This design comes from an exercise in tuning for small area, a short achievable clock period and few clock cycles per item on the open sky130 flow, not from production work.
The RTL was checked by simulation tests, not by an equivalence proof against the original design.
Power and IR drop assume default switching activity.

**flow/config.mk**
```make
export PLATFORM = sky130hd
export DESIGN_NAME = move_list_top
export DESIGN_NICKNAME = move_list_top
export VERILOG_FILES = /design/flow/design.v
export SDC_FILE = /design/flow/constraint.sdc
export NUM_CORES = 4
export LEC_CHECK = 0
export CAP_MARGIN = 20
export CORE_MARGIN = 2
export CORE_UTILIZATION = 30
export SLEW_MARGIN = 20
```
**flow/constraint.sdc**
```tcl
create_clock -name core_clock -period 6.0 [get_ports {clk}]
set_input_delay 1.2000 -clock core_clock [delete_from_list [all_inputs] [get_ports {clk}]]
set_output_delay 1.2000 -clock core_clock [all_outputs]
set_load 0.01 [all_outputs]
```
**flow/design.v**
```verilog
package move_sort_pkg;
   localparam int EVAL_WIDTH = 16;
   typedef logic [EVAL_WIDTH-1:0] eval_t;
   typedef logic [5:0] square_t;
   typedef struct packed {
      square_t from_sq;
      square_t to_sq;
      logic    white_in_check;
      logic    black_in_check;
      eval_t   eval;
   } move_entry_t;
   localparam int ENTRY_WIDTH = 2 * 6 + 2 + EVAL_WIDTH;
   typedef enum logic [2:0] {
      idle,
      outer_init,
      read_wait,
      compare,
      inner,
      outer_check,
      done
   } sort_state_t;
endpackage
`timescale 1ns/10ps
module move_list_top (
   input  logic        clk,
   input  logic        reset,
   input  logic        list_open,
   input  logic        list_close,
   input  logic        move_valid,
   input  logic [29:0] move_in,
   input  logic        white_to_move,
   output logic        out_valid,
   output logic [29:0] out_entry,
   output logic        out_last,
   output logic        list_done,
   output logic        overflow
);
   localparam int N = 31;
   logic              list_is_open;
   logic              closed;
   logic [4:0]        fill;
   logic              white;
   logic              pv;
   logic [29:0]       p;
   logic [29:0]       e [0:N-1];
   logic [N-1:0]      v;
   logic [N-1:0]      c;
   logic              accept;
   logic              draining;
   logic [29:0]       tin;
   assign accept   = list_is_open && move_valid;
   assign draining = closed && !pv;
   always_comb
   begin
      tin[29:18] = move_in[29:18];
      tin[17]    = white_to_move ? move_in[17] : move_in[16];
      tin[16]    = white_to_move ? move_in[16] : move_in[17];
      tin[15:0]  = move_in[15:0] ^ (white_to_move ? 16'h8000 : 16'h7fff);
   end
   always_ff @(posedge clk)
   begin
      if (reset)
      begin
         list_is_open <= 1'b0;
         closed       <= 1'b0;
         fill         <= '0;
         overflow     <= 1'b0;
         pv           <= 1'b0;
      end
      else
      begin
         pv <= accept && fill != 5'(N);
         if (accept && fill != 5'(N))
            fill <= fill + 1'b1;
         if (accept && fill == 5'(N))
            overflow <= 1'b1;
         if (list_open)
         begin
            list_is_open <= 1'b1;
            fill         <= '0;
            overflow     <= 1'b0;
         end
         else if (list_close && list_is_open)
         begin
            list_is_open <= 1'b0;
            closed       <= 1'b1;
         end
         if (list_done)
            closed <= 1'b0;
      end
   end
   always_ff @(posedge clk)
   begin
      if (list_open)
         white <= white_to_move;
      if (accept)
         p <= tin;
   end
   function automatic logic key_gt(input logic [16:0] a, input logic [16:0] b);
      logic [16:0] gt0, ge0;
      logic [8:0] gt1, ge1;
      logic [4:0] gt2, ge2;
      logic [2:0] gt3, ge3;
      logic [1:0] gt4, ge4;
      logic [0:0] gt5, ge5;
      gt0 = a & ~b;
      ge0 = a | ~b;
      gt1[1] = gt0[2] | (ge0[2] & gt0[1]);
      ge1[1] = gt0[2] | (ge0[2] & ge0[1]);
      gt1[2] = gt0[4] | (ge0[4] & gt0[3]);
      ge1[2] = gt0[4] | (ge0[4] & ge0[3]);
      gt1[3] = gt0[6] | (ge0[6] & gt0[5]);
      ge1[3] = gt0[6] | (ge0[6] & ge0[5]);
      gt1[4] = gt0[8] | (ge0[8] & gt0[7]);
      ge1[4] = gt0[8] | (ge0[8] & ge0[7]);
      gt1[5] = gt0[10] | (ge0[10] & gt0[9]);
      ge1[5] = gt0[10] | (ge0[10] & ge0[9]);
      gt1[6] = gt0[12] | (ge0[12] & gt0[11]);
      ge1[6] = gt0[12] | (ge0[12] & ge0[11]);
      gt1[7] = gt0[14] | (ge0[14] & gt0[13]);
      ge1[7] = gt0[14] | (ge0[14] & ge0[13]);
      gt1[8] = gt0[16] | (ge0[16] & gt0[15]);
      ge1[8] = gt0[16] | (ge0[16] & ge0[15]);
      gt1[0] = gt0[0];
      ge1[0] = ge0[0];
      gt2[1] = gt1[2] | (ge1[2] & gt1[1]);
      ge2[1] = gt1[2] | (ge1[2] & ge1[1]);
      gt2[2] = gt1[4] | (ge1[4] & gt1[3]);
      ge2[2] = gt1[4] | (ge1[4] & ge1[3]);
      gt2[3] = gt1[6] | (ge1[6] & gt1[5]);
      ge2[3] = gt1[6] | (ge1[6] & ge1[5]);
      gt2[4] = gt1[8] | (ge1[8] & gt1[7]);
      ge2[4] = gt1[8] | (ge1[8] & ge1[7]);
      gt2[0] = gt1[0];
      ge2[0] = ge1[0];
      gt3[1] = gt2[2] | (ge2[2] & gt2[1]);
      ge3[1] = gt2[2] | (ge2[2] & ge2[1]);
      gt3[2] = gt2[4] | (ge2[4] & gt2[3]);
      ge3[2] = gt2[4] | (ge2[4] & ge2[3]);
      gt3[0] = gt2[0];
      ge3[0] = ge2[0];
      gt4[1] = gt3[2] | (ge3[2] & gt3[1]);
      ge4[1] = gt3[2] | (ge3[2] & ge3[1]);
      gt4[0] = gt3[0];
      ge4[0] = ge3[0];
      gt5[0] = gt4[1] | (ge4[1] & gt4[0]);
      ge5[0] = gt4[1] | (ge4[1] & ge4[0]);
      key_gt = gt5[0];
   endfunction
   always_comb
   begin
      for (int i = 0; i < N; i++)
         c[i] = !v[i] || key_gt({p[15:0], p[16]}, {e[i][15:0], e[i][16]});
   end
   always_ff @(posedge clk)
   begin
      if (reset)
         v <= '0;
      else if (draining)
         v <= {1'b0, v[N-1:1]};
      else if (pv)
         v <= {v[N-2:0], 1'b1};
   end
   always_ff @(posedge clk)
   begin
      for (int i = 0; i < N; i++)
      begin
         if (draining)
         begin
            if (i < N - 1)
               e[i] <= e[i+1];
         end
         else if (pv && c[i])
         begin
            if (i > 0 && c[i-1])
               e[i] <= e[i-1];
            else
               e[i] <= p;
         end
      end
   end
   assign out_valid = draining && v[0];
   assign out_last  = draining && v[0] && !v[1];
   assign list_done = draining && !v[1];
   always_comb
   begin
      out_entry[29:18] = e[0][29:18];
      out_entry[17]    = white ? e[0][17] : e[0][16];
      out_entry[16]    = white ? e[0][16] : e[0][17];
      out_entry[15:0]  = e[0][15:0] ^ (white ? 16'h8000 : 16'h7fff);
   end
endmodule
```
**flow/run.sh**
```bash
#!/bin/bash
# synth_recipe.tcl (not shown) runs the flow's synth.tcl, then flattens the netlist and writes it again
# the make line also repeats each setting of config.mk as NAME=value (left out here)
make -C /OpenROAD-flow-scripts/flow DESIGN_CONFIG=/design/flow/config.mk WORK_HOME=/design/flow/orfs CLKGATE_MAP_FILE= SYNTH_SCRIPT=/design/flow/synth_recipe.tcl finish
```
==> results.ini <==
[power]
p_sw_w = 0.00469
pwr-share-comb_pct = 11.2
netSwitchingFraction_pct = 26.9
p_seq_share_pct = 48.4
peakVddDrop_mv = 0.269
p_leak_nw = 21.6
cell_internal_pwr_w = 0.0127
p_per_area_nw_per_um2 = 249
clkPwrFrac_pct = 40.4

[yosys]
netlist-cell-type-count = 72
synth_edf_count = 961
syn_inst = 6365
ys_warn_count = 3
syn_avg_cell_area_um2 = 9.86
synthesis.area_um2 = 62800
synth_ff_type = edfxtp_1
synth.yosys.seq_area_share_pct = 47.2
synthArstFlopShare_pct = 0
synth_nets = 6403
synth_seq_cells = 1001

[hold_path]
holdPathStages = 2
hold_class = reg -> reg

[die]
die_x_um = 461
dieArea_um2 = 213000
core_um2 = 207000
die_y_um = 461
initial_core_util_pct = 30.3
pin_count = 70
num_rows = 167

[global_routing]
track_usage_pct = 19.6
overflow = 0
grt_first_pass_wirelength_um = 319000
grt_pass1_vias = 48488
grt_max_degree = 244
antenna_found_initial = 1

[cts]
clock-root-buffer = clkbuf_16
cts_buffers = 109
post-cts-setup-buffers = 0
cts_sinks = 1001
clockBufferDepth = 3
insertion_delay_ns = 0.77
cts_tree = yes
cts_max_level = 3
clk_pin_slew_worst_paths_ns = 0.06
postCtsHoldBufs = 0
post_cts_resized = 0

[cells_and_area]
num_antenna_cells = 0
layout_commonest_cell = edfxtp_1
fillers = 20993
area_delta_synth_final_pct = 11.6
stdcell_area_um2 = 70100
drive_gt1_share_pct = 7.11
nNetsFinal = 6159
final_cell_mix = edfxtp_1 (961), mux2i_1 (765), nand2_1 (757)

[sta]
relSlewSlack_pct = 17.3
slew_viol_final = 0
skew_ns = 0.0353
timing.final.crit_share_pct = 76.9
min_period_ns = 4.62
rsz0062_at_grt = false
fin_tns_setup_ns = 0
timing.fmax_mhz = 217
fin_ws_ns = 1.38
final-setup-viol-count = 0
hold_violations = 0
tightest_slew_ns = 1.23

[routing]
vias_per_cell = 5.59
drt_iter0_drc = 5563
vias = 50298
ant_nets = 0
wl_per_cell_um = 24.0
dr.pass1.iters = 9
routed_wl_um = 216000
drc = 0

[setup_path]
worstPathRequired_ns = 4.80
crit_path_start_kind = register
path_cells = nand2_4 -> nor2_1 -> and2_1 -> clkdlybuf4s50_1
cp_slowest_cell = dfxtp_2
cp_top_family = simple AND/OR/NAND/NOR gates
critPathKind = reg -> out
end_kind = output port
crit_arrival_ns = 3.42
max_stage_delay_ns = 0.87
ff2ff_path_depth = 9
critical_path_depth = 4
crit_fanout = 50
crit_buf_inv = 1

[outcome]
status = finished clean

[placed_design]
portBuffers = 69
dp_hpwl_um = 149000
dpl-instance-area_um2 = 66300
post-place-ws_ns = 1.56
gp_congestion = 0.891

[flow_run]
maxCapViolations = 0

## state kept, by name, indices dropped and copies added, names as in the netlist
| register | flops |
|---|---|
| closed | 1 |
| e | 930 |
| fill | 5 |
| list_is_open | 1 |
| overflow | 1 |
| p | 30 |
| pv | 1 |
| v | 31 |
| white | 1 |
## final timing paths
path | from | endpoint | slack, ns
setup / recovery | closed | out_last | 1.38
hold / removal | fill[4] | fill[4] | 0.47
setup reg to reg | p[8] | e[26][21] | 1.60
hold reg to reg | fill[4] | fill[4] | 0.47
## power by group through the flow
stage / Combinational, W / Sequential, W / Clock, W
finish: 0.00196 / 0.00843 / 0.00704
global placement: 0.00187 / 0.00856 / 0
detailed placement: 0.00192 / 0.00856 / 0
floorplan: 0.00129 / 0.00839 / 0
CTS: 0.00193 / 0.00842 / 0.00710
global route: 0.00212 / 0.00845 / 0.00734
## worst min-delay path, stage by stage (launching register included)
cell and delay [ns]:
dfxtp_1 0.31, nand2_1 0.05, a21oi_1 0.05
## metrics by stage
stage / hold slack, ns / util, % / std cells / total power, W
floorplan: 0.441 / - / 6365 / 0.00968
global placement: 0.448 / 31.9 / 8786 / 0.0104
detailed placement: 0.465 / 32.0 / 8792 / 0.0105
CTS: 0.473 / 33.7 / 8996 / 0.0175
global route: 0.489 / 33.8 / 9002 / 0.0179
finish: 0.467 / 33.8 / 9002 / 0.0174
## per-layer routing
| metal | vias up | GRT usage [%] | routed length (um) |
|---|---|---|---|
| li1 | 22701 | - | - |
| met1 | 24999 | 27.2 | 92900 |
| met2 | 2221 | 30.8 | 97000 |
| met3 | 377 | 3.24 | 17500 |
| met4 | 0 | 6.98 | 8150 |
| met5 | - | 0 | 0 |
## final cells by class
type	count	area, um^2	share of cell area [%]
Sequential cell	1001	29700	42.3
Clock inverter	58	693	0.989
Multi-Input combinational cell	4667	30500	43.6
Inverter	108	405	0.579
Tap cell	2788	3490	4.98
Timing Repair Buffer	234	2360	3.36
Clock buffer	146	2920	4.16
## cells in the mapped netlist (7+ instances only)
library cell	number	area, um^2
a2111oi_0	8	70.1
a211oi_1	42	315
a21o_1	9	67.6
a21oi_1	410	2050
a221oi_1	105	920
a22oi_1	14	105
a311o_1	10	100
a31oi_1	18	113
a32oi_1	8	70.1
and3_1	9	56.3
buf_1	68	255
buf_2	59	295
buf_4	60	450
buf_6	21	236
clkbuf_1	381	1430
dfxtp_1	40	801
edfxtp_1	961	28900
inv_1	100	375
maj3_1	358	3580
maj3_2	16	180
mux2_1	11	124
mux2_2	20	225
mux2i_1	765	7660
nand2_1	758	2850
nand2b_1	197	1230
nand3_1	38	190
nor2_1	420	1580
nor2b_1	282	1760
nor3_1	190	951
nor4b_1	8	70.1
nor4b_2	7	105
o2111ai_1	11	96.3
o211ai_1	50	375
o21a_1	9	67.6
o21ai_0	128	641
o21ai_1	582	2910
o21bai_1	8	60.1
o221ai_1	17	149
o22ai_1	20	125
o31ai_1	21	158
xnor2_1	31	272
## cells by family (layout without fill, tap and decap cells)
group / count (synthesis) / count (layout) / share of synthesized area (%)
flip-flops: 1001 / 1001 / 47.2
buffers and inverters: 697 / 546 / 4.90
AO/OA/AOI/OAI: 1524 / 1524 / 14.3
adder cells (fa/ha/maj): 376 / 376 / 6.04
XOR/XNOR: 35 / 35 / 0.488
multiplexers: 796 / 796 / 12.8
AND/OR/NAND/NOR: 1936 / 1936 / 14.3
Testbench counts, summed over its fixed seeds: cycles 6,154, lists 160.

what the ideal ports hide:
In the flow no input, the clock included, has a driving cell. The finished layout below was timed again as built, in two steps.
Step 1, drivers: a clkbuf_16 drives clk and a buf_2 each remaining input, both assumed.
Step 2 adds t to the input delays and takes it off the output delays; t is the mean of the earliest and latest rising clock arrival at the registers after step 1. Input paths then give back, and output paths get back, about the clock's delay inside the block.
a / b / c = ideal / step 1 / step 2; a / b = the first two.
t, ns: 0.830
setup WS [ns]: 1.384 / 1.308 / 1.601
clock arrival spread, ns: 0.038 / 0.038
worst register clock-pin slew, ns: 0.07 / 0.07
cell pins on the clock port's net: 1
After both steps this run still meets setup and hold. For this run, drivers alone change the setup slack by -0.076 ns; drivers and shift together by +0.217 ns.
